From an optimization exercise on the open Yosys and OpenROAD flow, aimed at small area, a short achievable clock period and few clock cycles; shortcuts taken in it are not production practice. Function was checked by simulation only, so behaviour that the tests miss may differ from the original. Power is estimated from default activity; no workload was simulated.

==> v37: inputs <==
==> flow/design.v <==
module cluster_centroid_n #(
  parameter int IMG_WIDTH    = 640,
  parameter int IMG_HEIGHT   = 480,
  parameter int NUM_CLUSTERS = 3,
  parameter int COLOR_W      = 12,
  parameter int DIST_THRESH  = 64,
  parameter int MIN_COUNT    = 4,
  localparam int XW = $clog2(IMG_WIDTH),
  localparam int YW = $clog2(IMG_HEIGHT),
  localparam int IW = (NUM_CLUSTERS > 1) ? $clog2(NUM_CLUSTERS) : 1
) (
  input  logic                         clk,
  input  logic                         rst,
  input  logic signed [COLOR_W-1:0]    pixel_r,
  input  logic signed [COLOR_W-1:0]    pixel_g,
  input  logic signed [COLOR_W-1:0]    pixel_b,
  input  logic                         pixel_valid,
  input  logic [XW-1:0]                x,
  input  logic [YW-1:0]                y,
  input  logic                         ref_wr_en,
  input  logic [IW-1:0]                ref_wr_idx,
  input  logic signed [COLOR_W-1:0]    ref_wr_r,
  input  logic signed [COLOR_W-1:0]    ref_wr_g,
  input  logic signed [COLOR_W-1:0]    ref_wr_b,
  output logic [NUM_CLUSTERS*XW-1:0]   centroid_x,
  output logic [NUM_CLUSTERS*YW-1:0]   centroid_y,
  output logic [NUM_CLUSTERS-1:0]      found,
  output logic                         frame_done,
  output logic                         busy,
  output logic                         overrun
);
  localparam int NC    = NUM_CLUSTERS;
  localparam int DW    = COLOR_W + 1;                
  localparam int AW    = $clog2(DIST_THRESH + 1);    
  localparam int SDW   = AW + 2;                     
  localparam int CW    = $clog2(IMG_WIDTH * IMG_HEIGHT + 1);
  localparam int SUM_W = $clog2(IMG_WIDTH * IMG_WIDTH * IMG_HEIGHT);
  localparam int QW    = XW;                         
  localparam int RW    = CW;                         
  localparam int MW    = RW + QW;                    
  localparam int STW   = $clog2(QW);
  localparam int SCW   = $clog2(QW);
  localparam int SSW   = $clog2((QW - 1) * IMG_WIDTH);
  logic signed [COLOR_W-1:0] r_ref_r [NC];
  logic signed [COLOR_W-1:0] r_ref_g [NC];
  logic signed [COLOR_W-1:0] r_ref_b [NC];
  logic           r_rst;           
  logic           r1_valid, r1_eof;
  logic [XW-1:0]  r1_x;
  logic [YW-1:0]  r1_y;
  logic [NC-1:0]  r1_ok;
  logic [AW:0]    r1_u [NC][3];    
  logic [NC-1:0]  r2_m;
  logic [AW-1:0]  r2_d [NC];
  logic           r2_eof;
  logic [XW-1:0]  r2_x;
  logic [YW-1:0]  r2_y;
  logic [NC-1:0]    w_hit;
  logic [CW-1:0]    r_cnt  [NC];
  logic [MW-1:0]    r_sx   [NC];
  logic [MW-1:0]    r_sy   [NC];
  logic [SCW-1:0]   r_scnt [NC];
  logic [SSW-1:0]   r_ssx  [NC];
  logic [SSW-1:0]   r_ssy  [NC];
  logic [CW-1:0]    w_inc_cnt [NC];
  logic [SUM_W-1:0] w_add_x [NC];
  logic [SUM_W-1:0] w_add_y [NC];
  logic [SCW-1:0]   w_sinc_cnt [NC];
  logic [SSW-1:0]   w_sadd_x [NC];
  logic [SSW-1:0]   w_sadd_y [NC];
  logic             r_div, r_last;
  logic [STW-1:0]   r_step;
  logic [NC-1:0]    w_gex, w_gey;
  logic [RW-1:0]    w_rx [NC];
  logic [RW-1:0]    w_ry [NC];
  logic [NC*XW-1:0] r_centroid_x;
  logic [NC*YW-1:0] r_centroid_y;
  logic [NC-1:0]    r_found;
  logic             r_frame_done, r_busy;
  always_ff @(posedge clk) begin
    for (int k = 0; k < NC; k++) begin
      if (rst) begin
        r_ref_r[k] <= COLOR_W'(50  + 450 * k);
        r_ref_g[k] <= COLOR_W'(100 + 450 * k);
        r_ref_b[k] <= COLOR_W'(150 + 450 * k);
      end else if (ref_wr_en && ref_wr_idx == IW'(k)) begin
        r_ref_r[k] <= ref_wr_r;
        r_ref_g[k] <= ref_wr_g;
        r_ref_b[k] <= ref_wr_b;
      end
    end
  end
  localparam int HW = COLOR_W - AW + 1;             
  function automatic logic [AW+1:0] chan(input logic signed [COLOR_W-1:0] p,
                                         input logic signed [COLOR_W-1:0] q);
    logic [AW:0]   lo;
    logic [AW-1:0] l;
    logic [HW-1:0] ph, qh;
    logic          b, z0, m1, ok, neg;
    lo  = {1'b0, p[AW-1:0]} - {1'b0, q[AW-1:0]};
    l   = lo[AW-1:0];
    b   = lo[AW];
    ph  = {p[COLOR_W-1], p[COLOR_W-1:AW]};
    qh  = {q[COLOR_W-1], q[COLOR_W-1:AW]};
    z0  = b ? (ph == qh + HW'(1)) : (ph == qh);
    m1  = b ? (ph == qh) : (ph + HW'(1) == qh);
    ok  = (z0 && l <= AW'(DIST_THRESH)) || (m1 && l >= AW'(DIST_THRESH));
    neg = l > AW'(DIST_THRESH);
    chan = {ok, neg, l ^ {AW{neg}}};
  endfunction
  always_ff @(posedge clk) begin
    logic [AW+1:0] c [3];
    r_rst    <= rst;
    r1_valid <= !rst && pixel_valid;
    r1_eof   <= !rst && pixel_valid && x == XW'(IMG_WIDTH - 1) && y == YW'(IMG_HEIGHT - 1);
    r1_x     <= x;
    r1_y     <= y;
    for (int k = 0; k < NC; k++) begin
      c[0] = chan(pixel_r, r_ref_r[k]);
      c[1] = chan(pixel_g, r_ref_g[k]);
      c[2] = chan(pixel_b, r_ref_b[k]);
      r1_ok[k] <= c[0][AW+1] && c[1][AW+1] && c[2][AW+1];
      for (int j = 0; j < 3; j++) r1_u[k][j] <= c[j][AW:0];
    end
  end
  always_ff @(posedge clk) begin
    logic [SDW-1:0] d;
    r2_eof <= !rst && r1_eof;
    r2_x   <= r1_x;
    r2_y   <= r1_y;
    for (int k = 0; k < NC; k++) begin
      d = SDW'(r1_u[k][0][AW-1:0]) + SDW'(r1_u[k][1][AW-1:0]) + SDW'(r1_u[k][2][AW-1:0])
        + SDW'(r1_u[k][0][AW]) + SDW'(r1_u[k][1][AW]) + SDW'(r1_u[k][2][AW]);
      r2_m[k] <= !rst && r1_valid && r1_ok[k] && d <= SDW'(DIST_THRESH);
      r2_d[k] <= d[AW-1:0];
    end
  end
  always_comb begin
    for (int k = 0; k < NC; k++) begin
      w_hit[k] = r2_m[k];
      for (int j = 0; j < NC; j++) begin
        if (j < k && r2_m[j] && r2_d[j] <= r2_d[k]) w_hit[k] = 1'b0;
        if (j > k && r2_m[j] && r2_d[j] <  r2_d[k]) w_hit[k] = 1'b0;
      end
    end
    for (int k = 0; k < NC; k++) begin
      w_inc_cnt[k]  = r_cnt[k] + CW'(1);
      w_add_x[k]    = r_sx[k][SUM_W-1:0] + SUM_W'(r2_x);
      w_add_y[k]    = r_sy[k][SUM_W-1:0] + SUM_W'(r2_y);
      w_sinc_cnt[k] = r_scnt[k] + SCW'(1);
      w_sadd_x[k]   = r_ssx[k] + SSW'(r2_x);
      w_sadd_y[k]   = r_ssy[k] + SSW'(r2_y);
    end
  end
  always_comb begin
    logic [RW:0] tx, ty;
    for (int k = 0; k < NC; k++) begin
      tx = r_sx[k][MW-1:QW-1];
      ty = r_sy[k][MW-1:QW-1];
      w_gex[k] = tx >= {1'b0, r_cnt[k]};
      w_gey[k] = ty >= {1'b0, r_cnt[k]};
      w_rx[k]  = w_gex[k] ? RW'(tx - {1'b0, r_cnt[k]}) : tx[RW-1:0];
      w_ry[k]  = w_gey[k] ? RW'(ty - {1'b0, r_cnt[k]}) : ty[RW-1:0];
    end
  end
  always_ff @(posedge clk) begin
    for (int k = 0; k < NC; k++) begin
      if (r_rst) begin
        r_cnt[k] <= '0;
        r_sx[k]  <= '0;
        r_sy[k]  <= '0;
      end else if (r_div && r_last) begin
        r_cnt[k] <= w_hit[k] ? CW'(w_sinc_cnt[k]) : CW'(r_scnt[k]);
        r_sx[k]  <= w_hit[k] ? MW'(w_sadd_x[k])   : MW'(r_ssx[k]);
        r_sy[k]  <= w_hit[k] ? MW'(w_sadd_y[k])   : MW'(r_ssy[k]);
      end else if (r_div) begin
        r_sx[k]  <= {w_rx[k], r_sx[k][QW-2:0], w_gex[k]};
        r_sy[k]  <= {w_ry[k], r_sy[k][QW-2:0], w_gey[k]};
      end else if (w_hit[k]) begin
        r_cnt[k] <= w_inc_cnt[k];
        r_sx[k]  <= MW'(w_add_x[k]);
        r_sy[k]  <= MW'(w_add_y[k]);
      end
    end
  end
  always_ff @(posedge clk) begin
    for (int k = 0; k < NC; k++) begin
      if (!r_div) begin
        r_scnt[k] <= '0;
        r_ssx[k]  <= '0;
        r_ssy[k]  <= '0;
      end else if (w_hit[k]) begin
        r_scnt[k] <= w_sinc_cnt[k];
        r_ssx[k]  <= w_sadd_x[k];
        r_ssy[k]  <= w_sadd_y[k];
      end
    end
  end
  always_ff @(posedge clk) begin
    if (rst) begin
      r_div        <= 1'b0;
      r_last       <= 1'b0;
      r_step       <= '0;
      r_busy       <= 1'b0;
      r_frame_done <= 1'b0;
      r_found      <= '0;
      r_centroid_x <= '0;
      r_centroid_y <= '0;
    end else begin
      r_frame_done <= 1'b0;
      r_last       <= r_div && r_step == STW'(QW - 2);
      if (r2_eof) begin
        r_div  <= 1'b1;
        r_step <= '0;
        r_busy <= 1'b1;
      end else if (r_div) begin
        r_step <= r_step + STW'(1);
        if (r_last) begin
          r_div        <= 1'b0;
          r_busy       <= 1'b0;
          r_frame_done <= 1'b1;
          for (int k = 0; k < NC; k++) begin
            r_found[k] <= r_cnt[k] >= CW'(MIN_COUNT);
            if (r_cnt[k] >= CW'(MIN_COUNT)) begin
              r_centroid_x[k*XW +: XW] <= {r_sx[k][XW-2:0], w_gex[k]};
              r_centroid_y[k*YW +: YW] <= {r_sy[k][YW-2:0], w_gey[k]};
            end
          end
        end
      end
    end
  end
  assign centroid_x = r_centroid_x;
  assign centroid_y = r_centroid_y;
  assign found      = r_found;
  assign frame_done = r_frame_done;
  assign busy       = r_busy;
  assign overrun    = 1'b0;
endmodule
==> flow/run.sh <==
#!/bin/bash
# synth_recipe.tcl (not shown) runs the flow's synth.tcl, then flattens the netlist and writes it again
# the make line also repeats each setting of config.mk as NAME=value (left out here)
make -C /OpenROAD-flow-scripts/flow DESIGN_CONFIG=/design/flow/config.mk WORK_HOME=/design/flow/orfs CLKGATE_MAP_FILE= SYNTH_SCRIPT=/design/flow/synth_recipe.tcl finish
==> flow/config.mk <==
export PLATFORM = sky130hd
export DESIGN_NAME = cluster_centroid_n
export DESIGN_NICKNAME = cluster_centroid_n
export VERILOG_FILES = /design/flow/design.v
export SDC_FILE = /design/flow/constraint.sdc
export NUM_CORES = 4
export LEC_CHECK = 0
export CAP_MARGIN = 20
export CORE_MARGIN = 2
export CORE_UTILIZATION = 40
export SETUP_SLACK_MARGIN = 4
export SLEW_MARGIN = 20
==> flow/constraint.sdc <==
create_clock -name core_clock -period 8.0 [get_ports {clk}]
set_input_delay 1.6000 -clock core_clock [delete_from_list [all_inputs] [get_ports {clk}]]
set_output_delay 1.6000 -clock core_clock [all_outputs]
set_load 0.01 [all_outputs]
==> inputs of v12, as changes to v37 <==
==> flow/design.v, changed modules only <==
module cluster_centroid_n #(
  parameter int IMG_WIDTH    = 640,
  parameter int IMG_HEIGHT   = 480,
  parameter int NUM_CLUSTERS = 3,
  parameter int COLOR_W      = 12,
  parameter int DIST_THRESH  = 64,
  parameter int MIN_COUNT    = 4,
  localparam int XW = $clog2(IMG_WIDTH),
  localparam int YW = $clog2(IMG_HEIGHT),
  localparam int IW = (NUM_CLUSTERS > 1) ? $clog2(NUM_CLUSTERS) : 1
) (
  input  logic                         clk,
  input  logic                         rst,
  input  logic signed [COLOR_W-1:0]    pixel_r,
  input  logic signed [COLOR_W-1:0]    pixel_g,
  input  logic signed [COLOR_W-1:0]    pixel_b,
  input  logic                         pixel_valid,
  input  logic [XW-1:0]                x,
  input  logic [YW-1:0]                y,
  input  logic                         ref_wr_en,
  input  logic [IW-1:0]                ref_wr_idx,
  input  logic signed [COLOR_W-1:0]    ref_wr_r,
  input  logic signed [COLOR_W-1:0]    ref_wr_g,
  input  logic signed [COLOR_W-1:0]    ref_wr_b,
  output logic [NUM_CLUSTERS*XW-1:0]   centroid_x,
  output logic [NUM_CLUSTERS*YW-1:0]   centroid_y,
  output logic [NUM_CLUSTERS-1:0]      found,
  output logic                         frame_done,
  output logic                         busy,
  output logic                         overrun
);
  localparam int NC    = NUM_CLUSTERS;
  localparam int DW    = COLOR_W + 1;                
  localparam int AW    = $clog2(DIST_THRESH + 1);    
  localparam int SDW   = AW + 2;                     
  localparam int CW    = $clog2(IMG_WIDTH * IMG_HEIGHT + 1);
  localparam int SUM_W = $clog2(IMG_WIDTH * IMG_WIDTH * IMG_HEIGHT);
  localparam int QW    = XW;                         
  localparam int RW    = CW;                         
  localparam int MW    = RW + QW;                    
  localparam int STW   = $clog2(QW);
  localparam int SCW   = $clog2(QW);
  localparam int SSW   = $clog2((QW - 1) * IMG_WIDTH);
  logic signed [COLOR_W-1:0] r_ref_r [NC];
  logic signed [COLOR_W-1:0] r_ref_g [NC];
  logic signed [COLOR_W-1:0] r_ref_b [NC];
  logic           r_rst;           
  logic           r1_valid, r1_eof;
  logic [XW-1:0]  r1_x;
  logic [YW-1:0]  r1_y;
  logic [AW+2:0]  r1_c [NC][3];    
  logic [NC-1:0]  r2_ok;
  logic [SDW-1:0] r2_d [NC];
  logic           r2_eof;
  logic [XW-1:0]  r2_x;
  logic [YW-1:0]  r2_y;
  logic [NC-1:0]    w_hit;
  logic [CW-1:0]    r_cnt  [NC];
  logic [MW-1:0]    r_sx   [NC];
  logic [MW-1:0]    r_sy   [NC];
  logic [SCW-1:0]   r_scnt [NC];
  logic [SSW-1:0]   r_ssx  [NC];
  logic [SSW-1:0]   r_ssy  [NC];
  logic [CW-1:0]    w_inc_cnt [NC];
  logic [SUM_W-1:0] w_add_x [NC];
  logic [SUM_W-1:0] w_add_y [NC];
  logic [SCW-1:0]   w_sinc_cnt [NC];
  logic [SSW-1:0]   w_sadd_x [NC];
  logic [SSW-1:0]   w_sadd_y [NC];
  logic             r_div, r_last;
  logic [STW-1:0]   r_step;
  logic [NC-1:0]    w_gex, w_gey;
  logic [RW-1:0]    w_rx [NC];
  logic [RW-1:0]    w_ry [NC];
  logic [NC*XW-1:0] r_centroid_x;
  logic [NC*YW-1:0] r_centroid_y;
  logic [NC-1:0]    r_found;
  logic             r_frame_done, r_busy;
  always_ff @(posedge clk) begin
    for (int k = 0; k < NC; k++) begin
      if (rst) begin
        r_ref_r[k] <= COLOR_W'(50  + 450 * k);
        r_ref_g[k] <= COLOR_W'(100 + 450 * k);
        r_ref_b[k] <= COLOR_W'(150 + 450 * k);
      end else if (ref_wr_en && ref_wr_idx == IW'(k)) begin
        r_ref_r[k] <= ref_wr_r;
        r_ref_g[k] <= ref_wr_g;
        r_ref_b[k] <= ref_wr_b;
      end
    end
  end
  localparam int HW = COLOR_W - AW + 1;             
  function automatic logic [AW+2:0] chan(input logic signed [COLOR_W-1:0] p,
                                         input logic signed [COLOR_W-1:0] q);
    logic [AW:0]   lo;
    logic [HW-1:0] ph, qh;
    logic          b, z0, m1;
    lo  = {1'b0, p[AW-1:0]} - {1'b0, q[AW-1:0]};
    b   = lo[AW];
    ph  = {p[COLOR_W-1], p[COLOR_W-1:AW]};
    qh  = {q[COLOR_W-1], q[COLOR_W-1:AW]};
    z0  = b ? (ph == qh + HW'(1)) : (ph == qh);
    m1  = b ? (ph == qh) : (ph + HW'(1) == qh);
    chan = {z0, m1, lo[AW-1:0] > AW'(DIST_THRESH), lo[AW-1:0]};
  endfunction
  always_ff @(posedge clk) begin
    r_rst    <= rst;
    r1_valid <= !rst && pixel_valid;
    r1_eof   <= !rst && pixel_valid && x == XW'(IMG_WIDTH - 1) && y == YW'(IMG_HEIGHT - 1);
    r1_x     <= x;
    r1_y     <= y;
    for (int k = 0; k < NC; k++) begin
      r1_c[k][0] <= chan(pixel_r, r_ref_r[k]);
      r1_c[k][1] <= chan(pixel_g, r_ref_g[k]);
      r1_c[k][2] <= chan(pixel_b, r_ref_b[k]);
    end
  end
  always_ff @(posedge clk) begin
    logic [AW-1:0] u [3];
    logic [2:0]    neg, ok;
    r2_eof <= !rst && r1_eof;
    r2_x   <= r1_x;
    r2_y   <= r1_y;
    for (int k = 0; k < NC; k++) begin
      for (int j = 0; j < 3; j++) begin
        neg[j] = r1_c[k][j][AW];
        ok[j]  = (r1_c[k][j][AW+2] && !neg[j]) || (r1_c[k][j][AW+1] && r1_c[k][j][AW-1]);
        u[j]   = r1_c[k][j][AW-1:0] ^ {AW{neg[j]}};
      end
      r2_ok[k] <= !rst && r1_valid && (&ok);
      r2_d[k]  <= SDW'(u[0]) + SDW'(u[1]) + SDW'(u[2]) + SDW'(neg[0]) + SDW'(neg[1]) + SDW'(neg[2]);
    end
  end
  always_comb begin
    logic [NC-1:0] m;
    for (int k = 0; k < NC; k++)
      m[k] = r2_ok[k] && r2_d[k] <= SDW'(DIST_THRESH);
    for (int k = 0; k < NC; k++) begin
      w_hit[k] = m[k];
      for (int j = 0; j < NC; j++) begin
        if (j < k && m[j] && r2_d[j][AW-1:0] <= r2_d[k][AW-1:0]) w_hit[k] = 1'b0;
        if (j > k && m[j] && r2_d[j][AW-1:0] <  r2_d[k][AW-1:0]) w_hit[k] = 1'b0;
      end
    end
    for (int k = 0; k < NC; k++) begin
      w_inc_cnt[k]  = r_cnt[k] + CW'(1);
      w_add_x[k]    = r_sx[k][SUM_W-1:0] + SUM_W'(r2_x);
      w_add_y[k]    = r_sy[k][SUM_W-1:0] + SUM_W'(r2_y);
      w_sinc_cnt[k] = r_scnt[k] + SCW'(1);
      w_sadd_x[k]   = r_ssx[k] + SSW'(r2_x);
      w_sadd_y[k]   = r_ssy[k] + SSW'(r2_y);
    end
  end
  always_comb begin
    logic [RW:0] tx, ty;
    for (int k = 0; k < NC; k++) begin
      tx = r_sx[k][MW-1:QW-1];
      ty = r_sy[k][MW-1:QW-1];
      w_gex[k] = tx >= {1'b0, r_cnt[k]};
      w_gey[k] = ty >= {1'b0, r_cnt[k]};
      w_rx[k]  = w_gex[k] ? RW'(tx - {1'b0, r_cnt[k]}) : tx[RW-1:0];
      w_ry[k]  = w_gey[k] ? RW'(ty - {1'b0, r_cnt[k]}) : ty[RW-1:0];
    end
  end
  always_ff @(posedge clk) begin
    for (int k = 0; k < NC; k++) begin
      if (r_rst) begin
        r_cnt[k] <= '0;
        r_sx[k]  <= '0;
        r_sy[k]  <= '0;
      end else if (r_div && r_last) begin
        r_cnt[k] <= w_hit[k] ? CW'(w_sinc_cnt[k]) : CW'(r_scnt[k]);
        r_sx[k]  <= w_hit[k] ? MW'(w_sadd_x[k])   : MW'(r_ssx[k]);
        r_sy[k]  <= w_hit[k] ? MW'(w_sadd_y[k])   : MW'(r_ssy[k]);
      end else if (r_div) begin
        r_sx[k]  <= {w_rx[k], r_sx[k][QW-2:0], w_gex[k]};
        r_sy[k]  <= {w_ry[k], r_sy[k][QW-2:0], w_gey[k]};
      end else if (w_hit[k]) begin
        r_cnt[k] <= w_inc_cnt[k];
        r_sx[k]  <= MW'(w_add_x[k]);
        r_sy[k]  <= MW'(w_add_y[k]);
      end
    end
  end
  always_ff @(posedge clk) begin
    for (int k = 0; k < NC; k++) begin
      if (!r_div) begin
        r_scnt[k] <= '0;
        r_ssx[k]  <= '0;
        r_ssy[k]  <= '0;
      end else if (w_hit[k]) begin
        r_scnt[k] <= w_sinc_cnt[k];
        r_ssx[k]  <= w_sadd_x[k];
        r_ssy[k]  <= w_sadd_y[k];
      end
    end
  end
  always_ff @(posedge clk) begin
    if (rst) begin
      r_div        <= 1'b0;
      r_last       <= 1'b0;
      r_step       <= '0;
      r_busy       <= 1'b0;
      r_frame_done <= 1'b0;
      r_found      <= '0;
      r_centroid_x <= '0;
      r_centroid_y <= '0;
    end else begin
      r_frame_done <= 1'b0;
      r_last       <= r_div && r_step == STW'(QW - 2);
      if (r2_eof) begin
        r_div  <= 1'b1;
        r_step <= '0;
        r_busy <= 1'b1;
      end else if (r_div) begin
        r_step <= r_step + STW'(1);
        if (r_last) begin
          r_div        <= 1'b0;
          r_busy       <= 1'b0;
          r_frame_done <= 1'b1;
          for (int k = 0; k < NC; k++) begin
            r_found[k] <= r_cnt[k] >= CW'(MIN_COUNT);
            if (r_cnt[k] >= CW'(MIN_COUNT)) begin
              r_centroid_x[k*XW +: XW] <= {r_sx[k][XW-2:0], w_gex[k]};
              r_centroid_y[k*YW +: YW] <= {r_sy[k][YW-2:0], w_gey[k]};
            end
          end
        end
      end
    end
  end
  assign centroid_x = r_centroid_x;
  assign centroid_y = r_centroid_y;
  assign found      = r_found;
  assign frame_done = r_frame_done;
  assign busy       = r_busy;
  assign overrun    = 1'b0;
endmodule
- CORE_UTILIZATION: 40 -> 55
- CTS_BUF_LIST: default -> sky130_fd_sc_hd__clkbuf_8
- SETUP_SLACK_MARGIN: 4 -> 5
==> flow_metrics.py <==
metrics = {
    "hold_path": {
        "holdPathEnd": "r2_x[4]$_DFF_P_",
    },
    "cells_and_area": {
        "n_clock_buffer": 148,
    },
    "grt": {
        "use_met2_pct": 50.4,
    },
    "detailed_routing": {
        "drt_iter0_drc": 3234,
    },
    "worst_setup_path": {
        "r2r_cells": 13,
    },
    "timing": {
        "slew_headroom_pct": 29.0,
        "hold-worst-slack_ps": 320,
    },
    "floorplanning": {
        "core_um2": 78700,
    },
    "pwr": {
        "p_comb_mw": 2.79,
    },
    "status": {
        "outcome": "finished clean",
    },
    "synthesis": {
        "synthAdderAreaFrac_pct": 13.1,
    },
}
(the above is from v12)
==> flow_metrics.py <==
metrics = {
    "placed_design": {
        "place_inst": 6979,
    },
    "detailed_routing": {
        "drt_iter0_drc": 2828,
    },
    "cells_and_area": {
        "n_clock_buffer": 107,
    },
    "timing": {
        "slew_headroom_pct": 30.8,
    },
    "synthesis": {
        "synthAdderAreaFrac_pct": 13.1,
        "async_flop_share_pct": 0,
    },
    "floorplanning": {
        "core_um2": 110000,
    },
    "worst_setup_path": {
        "r2r_cells": 12,
    },
    "grt": {
        "use_met2_pct": 38.3,
    },
    "status": {
        "outcome": "finished clean",
    },
}
(the above is from v37)
Testbench counts of v37, summed over its fixed seeds: cycles 7,798.
Testbench counts of v12, summed over its fixed seeds: cycles 7,798.

## what the ideal ports hide
No port has a modelled driver above. Below, the same layouts with a new extraction and two added sets of constraints. Step 1 assumes that a clkbuf_16 drives the clock port and a buf_2 every other input. Step 2, shift: input delay + t, output delay - t, t = (earliest + latest rising clock arrival at the registers) / 2. This alone moves slack from input paths to output paths. a / b / c = no drivers / after step 1 / after step 2; a / b = the first two.
| run | shift t [ns] | slack for setup (ns) | latest minus earliest clock arrival (ns) |
|---|---|---|---|
| v37 | 0.715 | 4.114 / 4.114 / 3.438 | 0.025 / 0.026 |
| v12 | 0.830 | 4.919 / 4.919 / 4.292 | 0.045 / 0.045 |
After both steps setup and hold are still met in every run listed. The setup slack of v37, which loses most, moves by 0.000 ns with the drivers and by -0.676 ns with both steps.
